Background: an optimization exercise with open tools, aiming at small area and a short achievable clock period. Do not read the settings as production practice. Where RTL was checked, it was by simulation tests only, not by an equivalence proof against the original. No driver is modelled on the clock port, so clock power and skew are understated where the tree is cut down; a real chip needs a root buffer or a tree. Power and IR drop assume default switching activity.

== v6 ==
==> flow/design.v (excerpt) <==
module debug_top #(
	parameter int ADDR_W = 6
) (
	input wire logic clk,
	input wire logic reset_i,
	input wire logic tck_i,
	input wire logic tms_i,
	input wire logic tdi_i,
	output logic tdo_o,
	input wire logic rx_bit_i,
	input wire logic rx_valid_i,
	input wire dbg_pkg::sample_t sample_i,
	input wire logic sample_valid_i
);
clock: 6.0 ns
lec_check: 0
cap_margin: 20
core_margin: 2
core_utilization: 60
cts_buf_list: sky130_fd_sc_hd__clkbuf_16
cts_cluster_diameter: 80
cts_cluster_size: 25
setup_slack_margin: 3.9
slew_margin: 20
standard.sh (not shown) runs the stock make flow with config.mk's settings and CLKGATE_MAP_FILE= SYNTH_SCRIPT=/design/flow/synth_recipe.tcl, a recipe that flattens the netlist after the stock synthesis.
==> flow/flow/run.sh <==
#!/bin/bash
# Layout flow: the standard flow (standard.sh, unchanged synthesis),
# except that clock tree synthesis builds a two-level tree (flow/mytree.tcl):
# the clock port feeds 4 root clkbuf_16, each driving the clkbuf_16 leaf
# buffers of one quadrant; each leaf drives a cluster of about 24 flip-flops.
# The rest of ORFS's CTS step (placement legalisation, setup/hold repair)
# runs as usual. Each step's make output is logged in this folder; ORFS's
# own per-tool logs are under orfs/logs.
set -euo pipefail
here=$(pwd)

bash standard.sh place > std_1_place.log 2>&1

# ORFS scripts with cts.tcl's clock_tree_synthesis call replaced
mkdir -p scripts_cts
cp -r "$FLOW_HOME"/scripts/. scripts_cts/
sed -i "s#^log_cmd clock_tree_synthesis {\*}\$cts_args#source $here/flow/mytree.tcl; build_clock_tree 24 4; set_propagated_clock [all_clocks]#" scripts_cts/cts.tcl
grep -q "build_clock_tree 24 4" scripts_cts/cts.tcl
bash standard.sh SCRIPTS_DIR="$here/scripts_cts" cts > std_2_cts.log 2>&1

bash standard.sh finish > std_3_finish.log 2>&1
Other scripts of this flow, unchanged in this note and not shown: flow/flow/mytree.tcl
Relative to v6, the following input files were edited for v7:
-- flow/design.v --
<<< v6, line 139
	wire is_data   = (ir_q == dbg_pkg::IR_MEM_DATA);
	wire is_bypass = (ir_q == dbg_pkg::IR_BYPASS);
	logic tdo_n_q;
	logic tdo_d;
	always_comb begin
		tdo_d = ~tdo_n_q;
		if (reset_i)
			tdo_d = 1'b0;
		else if (fall_q) begin
			if (st_sh_ir)
				tdo_d = dr_sr[DRW-4];
			else if (st_sh_dr)
				tdo_d = is_bypass ? dr_sr[DRW-1] : status_late_q ? total_q[0] : dr_sr[0];
			else
				tdo_d = 1'b0;
		end
	end
	always_ff @(posedge clk) begin
		tdo_o <= tdo_d;
		tdo_n_q <= ~tdo_d;
	end
	always_ff @(posedge clk) begin
		if (reset_i) begin
			state_q <= dbg_pkg::TEST_LOGIC_RESET;
			ir_q <= dbg_pkg::IR_IDCODE;
		end else begin
			if (st_tlr)
>>> v7, line 139
	wire is_data   = (ir_q == dbg_pkg::IR_MEM_DATA);
	wire is_bypass = (ir_q == dbg_pkg::IR_BYPASS);
	always_ff @(posedge clk) begin
		if (reset_i) begin
			state_q <= dbg_pkg::TEST_LOGIC_RESET;
			ir_q <= dbg_pkg::IR_IDCODE;
			tdo_o <= 1'b0;
		end else begin
			if (st_tlr)
<<< v6, line 169
				if (st_upd_ir)
					ir_q <= dr_sr[DRW-1:DRW-4];
			end
		end
>>> v7, line 151
				if (st_upd_ir)
					ir_q <= dr_sr[DRW-1:DRW-4];
			end
			if (fall_q) begin
				if (st_sh_ir)
					tdo_o <= dr_sr[DRW-4];
				else if (st_sh_dr)
					tdo_o <= is_bypass ? dr_sr[DRW-1] : status_late_q ? total_q[0] : dr_sr[0];
				else
					tdo_o <= 1'b0;
			end
		end
For the total chip power, v7 came in about 0.5% lower than v6 did.
Total area of multi-input combinational cells: v7 vs v6 — no meaningful difference
For the routed wire length, v7 came in about 7.5% lower than v6 did.
Looking at count of multi-input gates, v7 sits below v6.
v7 vs v6 — post-synthesis cell type count dropped about 10%.
Summary — data required time of the critical path, v7 relative to v6: lower, by 1.53 ns.
On v7: critical path data arrival time is 1.52 ns lower than what v6 gave.
Comparing v7 with v6, the detail-routed via count per cell came out essentially unchanged.
| wire length of the first global-routing pass | v7 vs v6 | better |
Going from v6 to v7, initial core utilization fell by 0.23 points, cell depth of the worst flop-to-flop path fell by 5.
Share of the clock period used by the worst path after layout: v7 vs v6 up 0.35 points
Function not checked in v6: the RTL went through the layout flow alone. No run of this note takes its clock network from TritonCTS; it comes from the design's own scripts or RTL.

---

Another version of the RTL of debug_top (not shown whole).
Size: about 1,800 cells after synthesis, about 760 flip-flops, ~17 I/O pins, about 30,000 sq um of cells after synthesis.
make LEC_CHECK=0 CAP_MARGIN=20 CORE_MARGIN=2 CORE_UTILIZATION=60 CTS_BUF_LIST=sky130_fd_sc_hd__clkbuf_16 CTS_CLUSTER_DIAMETER=80 CTS_CLUSTER_SIZE=25 SETUP_SLACK_MARGIN=3.9 SLEW_MARGIN=20 finish   # period 6.0 ns
run.sh (not shown) runs the stock make flow with config.mk's settings and CLKGATE_MAP_FILE= SYNTH_SCRIPT=/design/flow/synth_recipe.tcl, a recipe that flattens the netlist after the stock synthesis.
Stock flow here: none of the scripts above is used.
Rerun with:
--- a/flow/design.v
+++ b/flow/design.v
@@ -94,36 +94,31 @@
 	end
 	wire st_tlr    = (state_q == dbg_pkg::TEST_LOGIC_RESET);
 	wire st_cap_dr = (state_q == dbg_pkg::CAPTURE_DR);
 	wire st_sh_dr  = (state_q == dbg_pkg::SHIFT_DR);
 	wire st_upd_dr = (state_q == dbg_pkg::UPDATE_DR);
 	wire st_cap_ir = (state_q == dbg_pkg::CAPTURE_IR);
 	wire st_sh_ir  = (state_q == dbg_pkg::SHIFT_IR);
 	wire st_upd_ir = (state_q == dbg_pkg::UPDATE_IR);
 	logic [DRW-1:0] dr_sr;
-	logic status_late_q;
-	dbg_pkg::count_t correct_q;
-	dbg_pkg::count_t total_q;
 	logic [DRW-1:0] dr_cap;
 	dbg_pkg::ir_t ir_q;
 	logic [6:0] shift_cnt_q;
 	logic [7:0] first_q;
 	logic [7:0] upd_val;
 	always_ff @(posedge clk) begin
 		if (rise_q) begin
 			if (st_cap_ir)
 				dr_sr <= {4'b0001, {(DRW - 4){1'b0}}};
 			else if (st_cap_dr)
 				dr_sr <= dr_cap;
 			else if (st_sh_dr || st_sh_ir)
 				dr_sr <= {tdi, dr_sr[DRW-1:1]};
-		end else if (status_late_q) begin
-			dr_sr[63:0] <= {correct_q, total_q};
 		end
 	end
 	always_ff @(posedge clk) begin
 		if (rise_q && st_cap_dr) begin
 			shift_cnt_q <= '0;
 			first_q <= '0;
 		end else if (rise_q && st_sh_dr) begin
 			if (shift_cnt_q != 7'(DRW))
 				shift_cnt_q <= shift_cnt_q + 1'b1;
@@ -149,31 +144,33 @@
 			if (rise_q) begin
 				state_q <= state_d;
 				if (st_upd_ir)
 					ir_q <= dr_sr[DRW-1:DRW-4];
 			end
 			if (fall_q) begin
 				if (st_sh_ir)
 					tdo_o <= dr_sr[DRW-4];
 				else if (st_sh_dr)
-					tdo_o <= is_bypass ? dr_sr[DRW-1] : status_late_q ? total_q[0] : dr_sr[0];
+					tdo_o <= is_bypass ? dr_sr[DRW-1] : dr_sr[0];
 				else
 					tdo_o <= 1'b0;
 			end
 		end
 	end
 	logic [7:1] ctrl_q;
 	logic cap_arm_q;
 	logic rd_req_q;
 	logic [ADDR_W-1:0] rd_addr_q;
 	dbg_pkg::sample_t data_q;
 	logic wr_en_q;
 	logic cap_done_q;
+	dbg_pkg::count_t correct_q;
+	dbg_pkg::count_t total_q;
 	dbg_pkg::sample_t rd_cand_q [4];
 	logic [1:0] rd_hi_q;
 	logic rd_grant_q;
 	dbg_pkg::sample_t rd_fresh;
 	wire upd = rise_q && st_upd_dr;
 	wire rd_grant = rd_req_q && !wr_en_q;
 	always_ff @(posedge clk) begin
 		if (reset_i) begin
 			ctrl_q <= '0;
@@ -195,19 +192,19 @@
 		end
 	end
 	always_comb begin
 		dr_cap = '0;
 		if (is_idcode)
 			dr_cap[31:0] = dbg_pkg::IDCODE_VAL;
 		else if (is_ctrl)
 			dr_cap[7:0] = {ctrl_q, 1'b0};
 		else if (is_status)
-			dr_cap = {cap_done_q, 64'd0};   
+			dr_cap = {cap_done_q, correct_q, total_q};
 		else if (is_addr)
 			dr_cap[ADDR_W-1:0] = rd_addr_q;
 		else if (is_data)
 			dr_cap[7:0] = rd_grant_q ? rd_fresh : data_q;
 	end
 	dbg_pkg::sample_t mem [DEPTH];
 	dbg_pkg::sample_t wr_data_q;
 	logic cap_active_q;
 	logic [ADDR_W-1:0] wr_ptr_q;
@@ -246,39 +243,30 @@
 				if (wr_ptr_q == ADDR_W'(DEPTH - 2)) begin
 					cap_active_q <= 1'b0;
 					cap_done_q <= 1'b1;
 				end
 			end
 		end
 	end
 	logic [6:0] hist_q;
 	logic [2:0] seen_q;
-	logic rx_valid_q;
-	logic rx_bit_q;
-	logic prbs_clr_q;
 	wire predicted = hist_q[5] ^ hist_q[6];
 	wire primed = (seen_q == 3'd7);
 	always_ff @(posedge clk) begin
-		rx_valid_q <= rx_valid_i;
-		rx_bit_q <= rx_bit_i;
-		prbs_clr_q <= reset_i || !ctrl_q[1];
-		status_late_q <= rise_q && st_cap_dr && is_status;
-	end
-	always_ff @(posedge clk) begin
-		if (prbs_clr_q) begin
+		if (reset_i || !ctrl_q[1]) begin
 			hist_q <= '0;
 			seen_q <= '0;
 			correct_q <= '0;
 			total_q <= '0;
-		end else if (rx_valid_q) begin
-			hist_q <= {hist_q[5:0], rx_bit_q};
+		end else if (rx_valid_i) begin
+			hist_q <= {hist_q[5:0], rx_bit_i};
 			if (primed) begin
 				total_q <= total_q + 1'b1;
-				if (rx_bit_q == predicted)
+				if (rx_bit_i == predicted)
 					correct_q <= correct_q + 1'b1;
 			end else begin
 				seen_q <= seen_q + 1'b1;
 			end
 		end
 	end
 endmodule
 `default_nettype wire
Result:
- The changed run finished with timing, DRC and antenna clean
- total power goes up by 1.3%
- sequential power went down by about 1%
- hold slack gains 0.014 ns
- routed wire length rose by 1.2%
- cell area rises by 1.1%
- clock power is higher by about 5%
- flip-flop and latch count goes down by 4
- utilization came out higher by 0.77 points
- fmax grows by 2.1%
- setup slack improved by 0.047 ns
- die area barely changes
- non-clock buffer count rises by 6
- global-route usage rises by 0.29 points
The RTL of the first run of this note was laid out without a check of its function.

---

## run A
Another version of the RTL of debug_top (not shown whole).
For scale: about 1900 cells after synthesis, ~770 flip-flops, about 17 I/O pins, about 30000 um^2 of cells after synthesis.
==> flow/config.mk <==
export PLATFORM = sky130hd
export DESIGN_NAME = debug_top
export DESIGN_NICKNAME = debug_top
export VERILOG_FILES = /design/flow/design.v
export SDC_FILE = /design/flow/constraint.sdc
export NUM_CORES = 4
export LEC_CHECK = 0
export CAP_MARGIN = 20
export CORE_MARGIN = 2
export CORE_UTILIZATION = 60
export CTS_BUF_LIST = sky130_fd_sc_hd__clkbuf_16
export CTS_CLUSTER_DIAMETER = 80
export CTS_CLUSTER_SIZE = 25
export SETUP_SLACK_MARGIN = 3.9
export SLEW_MARGIN = 20
==> flow/constraint.sdc <==
create_clock -name core_clock -period 6.0 [get_ports {clk}]
set_input_delay 1.2000 -clock core_clock [delete_from_list [all_inputs] [get_ports {clk}]]
set_output_delay 1.2000 -clock core_clock [all_outputs]
set_load 0.01 [all_outputs]
standard.sh (not shown) runs the stock make flow with config.mk's settings and CLKGATE_MAP_FILE= SYNTH_SCRIPT=/design/flow/synth_recipe.tcl, a recipe that flattens the netlist after the stock synthesis.
Scripts as last shown in full above: flow/flow/run.sh
Other scripts of this flow, unchanged in this note and not shown: flow/flow/mytree.tcl
What run B does differently from run A at the input level:
--- a/flow/design.v
+++ b/flow/design.v
@@ -169,43 +169,46 @@
 				if (st_upd_ir)
 					ir_q <= dr_sr[DRW-1:DRW-4];
 			end
 		end
 	end
 	logic [7:1] ctrl_q;
 	logic cap_arm_q;
 	logic rd_req_q;
 	logic [ADDR_W-1:0] rd_addr_q;
+	logic [1:0] rd_lo_n_q;   
 	dbg_pkg::sample_t data_q;
 	logic wr_en_q;
 	logic cap_done_q;
 	dbg_pkg::sample_t rd_cand_q [4];
 	logic [1:0] rd_hi_q;
 	logic rd_grant_q;
 	dbg_pkg::sample_t rd_fresh;
 	wire upd = rise_q && st_upd_dr;
 	wire rd_grant = rd_req_q && !wr_en_q;
 	always_ff @(posedge clk) begin
 		if (reset_i) begin
 			ctrl_q <= '0;
 			cap_arm_q <= 1'b0;
 			rd_req_q <= 1'b0;
 			rd_addr_q <= '0;
+			rd_lo_n_q <= '1;
 		end else begin
 			cap_arm_q <= 1'b0;
 			if (upd && is_ctrl) begin
 				ctrl_q <= upd_val[7:1];
 				cap_arm_q <= upd_val[0];
 			end
 			if (rd_grant)
 				rd_req_q <= 1'b0;
 			if (upd && is_addr) begin
 				rd_addr_q <= upd_val[ADDR_W-1:0];
+				rd_lo_n_q <= ~upd_val[1:0];
 				rd_req_q <= 1'b1;
 			end
 		end
 	end
 	always_comb begin
 		dr_cap = '0;
 		if (is_idcode)
 			dr_cap[31:0] = dbg_pkg::IDCODE_VAL;
 		else if (is_ctrl)
@@ -224,24 +227,25 @@
 	logic [7:0] wr_grp_q;
 	for (genvar k = 0; k < DEPTH; k++) begin : g_row
 		always_ff @(posedge clk) begin
 			if (wr_grp_q[k / 8] && wr_ptr_q[2:0] == 3'(k % 8))
 				mem[k] <= wr_data_q;
 		end
 	end
 	for (genvar g = 0; g < 4; g++) begin : g_cand
 		dbg_pkg::sample_t lvl [31];
+		wire [3:0] sel = (g < 2) ? rd_addr_q[3:0] : {rd_addr_q[3:2], ~rd_lo_n_q};
 		for (genvar i = 0; i < 16; i++) begin : g_leaf
 			assign lvl[15 + i] = mem[g * 16 + i];
 		end
 		for (genvar n = 14; n >= 0; n--) begin : g_node
 			localparam int D = $clog2(n + 2) - 1;
-			assign lvl[n] = rd_addr_q[3 - D] ? lvl[2 * n + 2] : lvl[2 * n + 1];
+			assign lvl[n] = sel[3 - D] ? lvl[2 * n + 2] : lvl[2 * n + 1];
 		end
 		always_ff @(posedge clk)
 			rd_cand_q[g] <= lvl[0];
 	end
 	assign rd_fresh = rd_cand_q[rd_hi_q];
 	always_ff @(posedge clk) begin
 		rd_hi_q <= rd_addr_q[5:4];
 		rd_grant_q <= rd_grant;
 		if (rd_grant_q)
Status | run A and run B | clean. Diff run B..run A | final core utilization | negligible. [compare] base=run A new=run B: pre-CTS setup slack grew by 130 ps, synthesized cell area picked up an extra 190 um^2. As of run B, final routed wirelength across all metal layers had risen by a few percent compared to run A. Going from run A to run B, number of buffers inserted by post-CTS setup repair +4.8%, area taken by multi-input logic gates grew by 1.4%. Compared with run A, in run B share of the final layout cell area in sequential cells held steady; number of cells in the finished layout apart from fillers went down 30. Compared with run A, run B shows final cycle utilization of the critical path higher by 0.42 points. Compared with run A, run B shows a combinational power that is about 2.7% lower.
Only the layout flow was run in run B; the RTL was not checked for function there. In every run of this note, the design's own scripts or RTL, not TritonCTS, make the clock network.

---

## old
The RTL this note starts from:
==> flow/design.v <==
package dbg_pkg;
	typedef logic [7:0] sample_t;
	typedef logic [31:0] count_t;
	typedef logic [3:0] ir_t;
	typedef enum logic [3:0] {
		TEST_LOGIC_RESET,
		RUN_TEST_IDLE,
		SELECT_DR,
		CAPTURE_DR,
		SHIFT_DR,
		EXIT1_DR,
		PAUSE_DR,
		EXIT2_DR,
		UPDATE_DR,
		SELECT_IR,
		CAPTURE_IR,
		SHIFT_IR,
		EXIT1_IR,
		PAUSE_IR,
		EXIT2_IR,
		UPDATE_IR
	} tap_state_t;
	localparam ir_t IR_IDCODE   = 4'h1;
	localparam ir_t IR_CTRL     = 4'h2;
	localparam ir_t IR_STATUS   = 4'h3;
	localparam ir_t IR_MEM_ADDR = 4'h4;
	localparam ir_t IR_MEM_DATA = 4'h5;
	localparam ir_t IR_BYPASS   = 4'hF;
	localparam logic [31:0] IDCODE_VAL = 32'h1DB9_0A5F;
	localparam int CTRL_W   = 8;
	localparam int STATUS_W = 65;
	localparam int DR_MAX_W = 65;
endpackage
`timescale 1ns/1ns
`default_nettype none
module debug_top #(
	parameter int ADDR_W = 6
) (
	input wire logic clk,
	input wire logic reset_i,
	input wire logic tck_i,
	input wire logic tms_i,
	input wire logic tdi_i,
	output logic tdo_o,
	input wire logic rx_bit_i,
	input wire logic rx_valid_i,
	input wire dbg_pkg::sample_t sample_i,
	input wire logic sample_valid_i
);
	localparam int DRW = dbg_pkg::DR_MAX_W;
	localparam int DEPTH = 2 ** ADDR_W;
	logic [1:0] tck_sync_q;
	logic [1:0] tms_sync_q;
	logic [1:0] tdi_sync_q;
	logic rise_q;
	logic fall_q;
	always_ff @(posedge clk) begin
		if (reset_i) begin
			tck_sync_q <= '0;
			tms_sync_q <= '1;
			tdi_sync_q <= '0;
			rise_q <= 1'b0;
			fall_q <= 1'b0;
		end else begin
			tck_sync_q <= {tck_sync_q[0], tck_i};
			tms_sync_q <= {tms_sync_q[0], tms_i};
			tdi_sync_q <= {tdi_sync_q[0], tdi_i};
			rise_q <= tck_sync_q[0] & ~tck_sync_q[1];
			fall_q <= ~tck_sync_q[0] & tck_sync_q[1];
		end
	end
	wire tms = tms_sync_q[1];
	wire tdi = tdi_sync_q[1];
	dbg_pkg::tap_state_t state_q;
	dbg_pkg::tap_state_t state_d;
	always_comb begin
		case (state_q)
			dbg_pkg::TEST_LOGIC_RESET: state_d = tms ? dbg_pkg::TEST_LOGIC_RESET : dbg_pkg::RUN_TEST_IDLE;
			dbg_pkg::RUN_TEST_IDLE:    state_d = tms ? dbg_pkg::SELECT_DR : dbg_pkg::RUN_TEST_IDLE;
			dbg_pkg::SELECT_DR:        state_d = tms ? dbg_pkg::SELECT_IR : dbg_pkg::CAPTURE_DR;
			dbg_pkg::CAPTURE_DR,
			dbg_pkg::SHIFT_DR:         state_d = tms ? dbg_pkg::EXIT1_DR : dbg_pkg::SHIFT_DR;
			dbg_pkg::EXIT1_DR:         state_d = tms ? dbg_pkg::UPDATE_DR : dbg_pkg::PAUSE_DR;
			dbg_pkg::PAUSE_DR:         state_d = tms ? dbg_pkg::EXIT2_DR : dbg_pkg::PAUSE_DR;
			dbg_pkg::EXIT2_DR:         state_d = tms ? dbg_pkg::UPDATE_DR : dbg_pkg::SHIFT_DR;
			dbg_pkg::SELECT_IR:        state_d = tms ? dbg_pkg::TEST_LOGIC_RESET : dbg_pkg::CAPTURE_IR;
			dbg_pkg::CAPTURE_IR,
			dbg_pkg::SHIFT_IR:         state_d = tms ? dbg_pkg::EXIT1_IR : dbg_pkg::SHIFT_IR;
			dbg_pkg::EXIT1_IR:         state_d = tms ? dbg_pkg::UPDATE_IR : dbg_pkg::PAUSE_IR;
			dbg_pkg::PAUSE_IR:         state_d = tms ? dbg_pkg::EXIT2_IR : dbg_pkg::PAUSE_IR;
			dbg_pkg::EXIT2_IR:         state_d = tms ? dbg_pkg::UPDATE_IR : dbg_pkg::SHIFT_IR;
			default:                   state_d = tms ? dbg_pkg::SELECT_DR : dbg_pkg::RUN_TEST_IDLE;
		endcase
	end
	wire st_tlr    = (state_q == dbg_pkg::TEST_LOGIC_RESET);
	wire st_cap_dr = (state_q == dbg_pkg::CAPTURE_DR);
	wire st_sh_dr  = (state_q == dbg_pkg::SHIFT_DR);
	wire st_upd_dr = (state_q == dbg_pkg::UPDATE_DR);
	wire st_cap_ir = (state_q == dbg_pkg::CAPTURE_IR);
	wire st_sh_ir  = (state_q == dbg_pkg::SHIFT_IR);
	wire st_upd_ir = (state_q == dbg_pkg::UPDATE_IR);
	logic [DRW-1:0] dr_sr;
	logic [DRW-1:0] dr_cap;
	dbg_pkg::ir_t ir_q;
	logic [6:0] shift_cnt_q;
	logic [7:0] first_q;
	logic [7:0] upd_val;
	always_ff @(posedge clk) begin
		if (rise_q) begin
			if (st_cap_ir)
				dr_sr <= {4'b0001, {(DRW - 4){1'b0}}};
			else if (st_cap_dr)
				dr_sr <= dr_cap;
			else if (st_sh_dr || st_sh_ir)
				dr_sr <= {tdi, dr_sr[DRW-1:1]};
		end
	end
	always_ff @(posedge clk) begin
		if (rise_q && st_cap_dr) begin
			shift_cnt_q <= '0;
			first_q <= '0;
		end else if (rise_q && st_sh_dr) begin
			if (shift_cnt_q != 7'(DRW))
				shift_cnt_q <= shift_cnt_q + 1'b1;
			if (shift_cnt_q[6:3] == 4'd0)
				first_q[shift_cnt_q[2:0]] <= tdi;
		end
	end
	assign upd_val = (shift_cnt_q == 7'(DRW)) ? dr_sr[7:0] : first_q;
	wire is_idcode = (ir_q == dbg_pkg::IR_IDCODE);
	wire is_ctrl   = (ir_q == dbg_pkg::IR_CTRL);
	wire is_status = (ir_q == dbg_pkg::IR_STATUS);
	wire is_addr   = (ir_q == dbg_pkg::IR_MEM_ADDR);
	wire is_data   = (ir_q == dbg_pkg::IR_MEM_DATA);
	wire is_bypass = (ir_q == dbg_pkg::IR_BYPASS);
	always_ff @(posedge clk) begin
		if (reset_i) begin
			state_q <= dbg_pkg::TEST_LOGIC_RESET;
			ir_q <= dbg_pkg::IR_IDCODE;
			tdo_o <= 1'b0;
		end else begin
			if (st_tlr)
				ir_q <= dbg_pkg::IR_IDCODE;
			if (rise_q) begin
				state_q <= state_d;
				if (st_upd_ir)
					ir_q <= dr_sr[DRW-1:DRW-4];
			end
			if (fall_q) begin
				if (st_sh_ir)
					tdo_o <= dr_sr[DRW-4];
				else if (st_sh_dr)
					tdo_o <= is_bypass ? dr_sr[DRW-1] : dr_sr[0];
				else
					tdo_o <= 1'b0;
			end
		end
	end
	logic [7:1] ctrl_q;
	logic cap_arm_q;
	logic rd_req_q;
	logic [ADDR_W-1:0] rd_addr_q;
	dbg_pkg::sample_t data_q;
	logic wr_en_q;
	logic cap_done_q;
	dbg_pkg::count_t correct_q;
	dbg_pkg::count_t total_q;
	wire upd = rise_q && st_upd_dr;
	wire rd_grant = rd_req_q && !wr_en_q;
	always_ff @(posedge clk) begin
		if (reset_i) begin
			ctrl_q <= '0;
			cap_arm_q <= 1'b0;
			rd_req_q <= 1'b0;
			rd_addr_q <= '0;
		end else begin
			cap_arm_q <= 1'b0;
			if (upd && is_ctrl) begin
				ctrl_q <= upd_val[7:1];
				cap_arm_q <= upd_val[0];
			end
			if (rd_grant)
				rd_req_q <= 1'b0;
			if (upd && is_addr) begin
				rd_addr_q <= upd_val[ADDR_W-1:0];
				rd_req_q <= 1'b1;
			end
		end
	end
	always_comb begin
		dr_cap = '0;
		if (is_idcode)
			dr_cap[31:0] = dbg_pkg::IDCODE_VAL;
		else if (is_ctrl)
			dr_cap[7:0] = {ctrl_q, 1'b0};
		else if (is_status)
			dr_cap = {cap_done_q, correct_q, total_q};
		else if (is_addr)
			dr_cap[ADDR_W-1:0] = rd_addr_q;
		else if (is_data)
			dr_cap[7:0] = data_q;
	end
	dbg_pkg::sample_t mem [DEPTH];
	dbg_pkg::sample_t wr_data_q;
	logic cap_active_q;
	logic [ADDR_W-1:0] wr_ptr_q;
	logic [7:0] wr_grp_q;
	for (genvar k = 0; k < DEPTH; k++) begin : g_row
		always_ff @(posedge clk) begin
			if (wr_grp_q[k / 8] && wr_ptr_q[2:0] == 3'(k % 8))
				mem[k] <= wr_data_q;
		end
	end
	dbg_pkg::sample_t rd_lvl [2*DEPTH-1];
	for (genvar k = 0; k < DEPTH; k++) begin : g_leaf
		assign rd_lvl[DEPTH-1+k] = mem[k];
	end
	for (genvar n = DEPTH - 2; n >= 0; n--) begin : g_node
		localparam int D = $clog2(n + 2) - 1;
		assign rd_lvl[n] = rd_addr_q[ADDR_W-1-D] ? rd_lvl[2*n+2] : rd_lvl[2*n+1];
	end
	always_ff @(posedge clk) begin
		if (rd_grant)
			data_q <= rd_lvl[0];
	end
	wire cap_take = cap_active_q && sample_valid_i;
	wire [ADDR_W-1:0] wr_ptr_inc = wr_ptr_q + 1'b1;
	always_ff @(posedge clk) begin
		wr_data_q <= sample_i;
		if (reset_i) begin
			cap_active_q <= 1'b0;
			wr_ptr_q <= '1;
			wr_en_q <= 1'b0;
			wr_grp_q <= '0;
			cap_done_q <= 1'b0;
		end else begin
			wr_en_q <= 1'b0;
			wr_grp_q <= '0;
			if (cap_arm_q) begin
				cap_active_q <= 1'b1;
				wr_ptr_q <= '1;
				cap_done_q <= 1'b0;
			end else if (cap_take) begin
				wr_en_q <= 1'b1;
				wr_grp_q[wr_ptr_inc[5:3]] <= 1'b1;
				wr_ptr_q <= wr_ptr_inc;
				if (wr_ptr_q == ADDR_W'(DEPTH - 2)) begin
					cap_active_q <= 1'b0;
					cap_done_q <= 1'b1;
				end
			end
		end
	end
	logic [6:0] hist_q;
	logic [2:0] seen_q;
	wire predicted = hist_q[5] ^ hist_q[6];
	wire primed = (seen_q == 3'd7);
	always_ff @(posedge clk) begin
		if (reset_i || !ctrl_q[1]) begin
			hist_q <= '0;
			seen_q <= '0;
			correct_q <= '0;
			total_q <= '0;
		end else if (rx_valid_i) begin
			hist_q <= {hist_q[5:0], rx_bit_i};
			if (primed) begin
				total_q <= total_q + 1'b1;
				if (rx_bit_i == predicted)
					correct_q <= correct_q + 1'b1;
			end else begin
				seen_q <= seen_q + 1'b1;
			end
		end
	end
endmodule
`default_nettype wire
export LEC_CHECK = 0
export CAP_MARGIN = 20
export CORE_MARGIN = 2
export CORE_UTILIZATION = 60
export CTS_BUF_LIST = sky130_fd_sc_hd__clkbuf_16
export CTS_CLUSTER_DIAMETER = 80
export CTS_CLUSTER_SIZE = 25
export SETUP_SLACK_MARGIN = 3.9
export SLEW_MARGIN = 20
create_clock -name core_clock -period 6.0 [get_ports {clk}]
run.sh (not shown) runs the stock make flow with config.mk's settings and CLKGATE_MAP_FILE= SYNTH_SCRIPT=/design/flow/synth_recipe.tcl, a recipe that flattens the netlist after the stock synthesis.
Stock flow here: none of the scripts above is used.
Changes in new relative to old:
--- a/flow/design.v
+++ b/flow/design.v
@@ -201,52 +201,37 @@
 			dr_cap[7:0] = data_q;
 	end
 	dbg_pkg::sample_t mem [DEPTH];
 	dbg_pkg::sample_t wr_data_q;
 	logic cap_active_q;
 	logic [ADDR_W-1:0] wr_ptr_q;
-	logic [7:0] wr_grp_q;
-	for (genvar k = 0; k < DEPTH; k++) begin : g_row
-		always_ff @(posedge clk) begin
-			if (wr_grp_q[k / 8] && wr_ptr_q[2:0] == 3'(k % 8))
-				mem[k] <= wr_data_q;
-		end
-	end
-	dbg_pkg::sample_t rd_lvl [2*DEPTH-1];
-	for (genvar k = 0; k < DEPTH; k++) begin : g_leaf
-		assign rd_lvl[DEPTH-1+k] = mem[k];
-	end
-	for (genvar n = DEPTH - 2; n >= 0; n--) begin : g_node
-		localparam int D = $clog2(n + 2) - 1;
-		assign rd_lvl[n] = rd_addr_q[ADDR_W-1-D] ? rd_lvl[2*n+2] : rd_lvl[2*n+1];
+	always_ff @(posedge clk) begin
+		if (wr_en_q)
+			mem[wr_ptr_q] <= wr_data_q;
 	end
 	always_ff @(posedge clk) begin
 		if (rd_grant)
-			data_q <= rd_lvl[0];
+			data_q <= mem[rd_addr_q];
 	end
 	wire cap_take = cap_active_q && sample_valid_i;
-	wire [ADDR_W-1:0] wr_ptr_inc = wr_ptr_q + 1'b1;
 	always_ff @(posedge clk) begin
 		wr_data_q <= sample_i;
 		if (reset_i) begin
 			cap_active_q <= 1'b0;
 			wr_ptr_q <= '1;
 			wr_en_q <= 1'b0;
-			wr_grp_q <= '0;
 			cap_done_q <= 1'b0;
 		end else begin
 			wr_en_q <= 1'b0;
-			wr_grp_q <= '0;
 			if (cap_arm_q) begin
 				cap_active_q <= 1'b1;
 				wr_ptr_q <= '1;
 				cap_done_q <= 1'b0;
 			end else if (cap_take) begin
 				wr_en_q <= 1'b1;
-				wr_grp_q[wr_ptr_inc[5:3]] <= 1'b1;
-				wr_ptr_q <= wr_ptr_inc;
+				wr_ptr_q <= wr_ptr_q + 1'b1;
 				if (wr_ptr_q == ADDR_W'(DEPTH - 2)) begin
 					cap_active_q <= 1'b0;
 					cap_done_q <= 1'b1;
 				end
 			end
 		end
==> summary.txt <==
new closes out successfully: all stages finished, all timing, DRC and antenna checks passed.
new vs old — number of buffers outside the clock class in the layout dropped by a little under 10%
new: setup slack is 120 ps higher than what old reported.
Compared with old, new shows power density relative to cell area that has gone down slightly.
new vs old: x dimension of the die down slightly
Reported for old and new, number of diodes added for antenna fixing turned out identical to the last digit.
From old to new the numbers moved as follows: layout filler cell count moved down; average cell area after synthesis moved down; sequential cell area in the final layout moved down; summed area of non-filler cells in the final layout moved up; number of buffers inserted by hold repair at cts level.
Cmp old and new / ratio of final minimum period to clock period / higher: old
new vs old, flip-flop and latch count after synthesis went down by 1.1%.
new consumes less power than old does.
For old, only the layout was checked, not whether the RTL still works.

-- re-timing with driven ports --
Ports are ideal in the flow. The routed layouts listed here were re-timed in OpenROAD. Step 1, drivers: a clkbuf_16 drives clk and a buf_2 each remaining input, both assumed. Step 2 times the ports against the registers' clock, not the clock port: input delays grow and output delays shrink by t, the midpoint of the rising clock arrivals with the driver on. a / b / c = ideal ports / drivers / drivers and shift; a / b = the first two.
run	shift t [ns]	slack for setup (ns)	worst hold slack (ns)	slew at the worst register clock pin (ns)	worst data-port slew with drivers (ns)
v6	0.520	3.897 / 3.835 / 3.671	0.385 / 0.385 / 0.385	0.10 / 0.10	0.06
v7	0.508	3.876 / 3.751 / 3.603	0.382 / 0.382 / 0.382	0.10 / 0.10	0.05
the first run of note 2	0.652	3.722 / 3.661 / 3.429	0.375 / 0.375 / 0.375	0.10 / 0.10	0.07
the second run of note 2	0.644	3.769 / 3.711 / 3.216	0.390 / 0.390 / 0.390	0.10 / 0.10	0.07
run A	0.507	3.938 / 3.868 / 3.625	0.409 / 0.409 / 0.409	0.10 / 0.10	0.09
run B	0.504	3.913 / 3.874 / 3.520	0.403 / 0.403 / 0.403	0.10 / 0.10	0.06
old	0.639	3.559 / 3.559 / 3.189	0.403 / 0.403 / 0.403	0.10 / 0.10	0.05
new	0.655	3.679 / 3.679 / 3.193	0.411 / 0.411 / 0.411	0.10 / 0.10	0.04
After both steps every run listed still meets setup and hold. For the second run of note 2, which loses most, drivers alone change the setup slack by -0.058 ns; drivers and shift together by -0.553 ns.
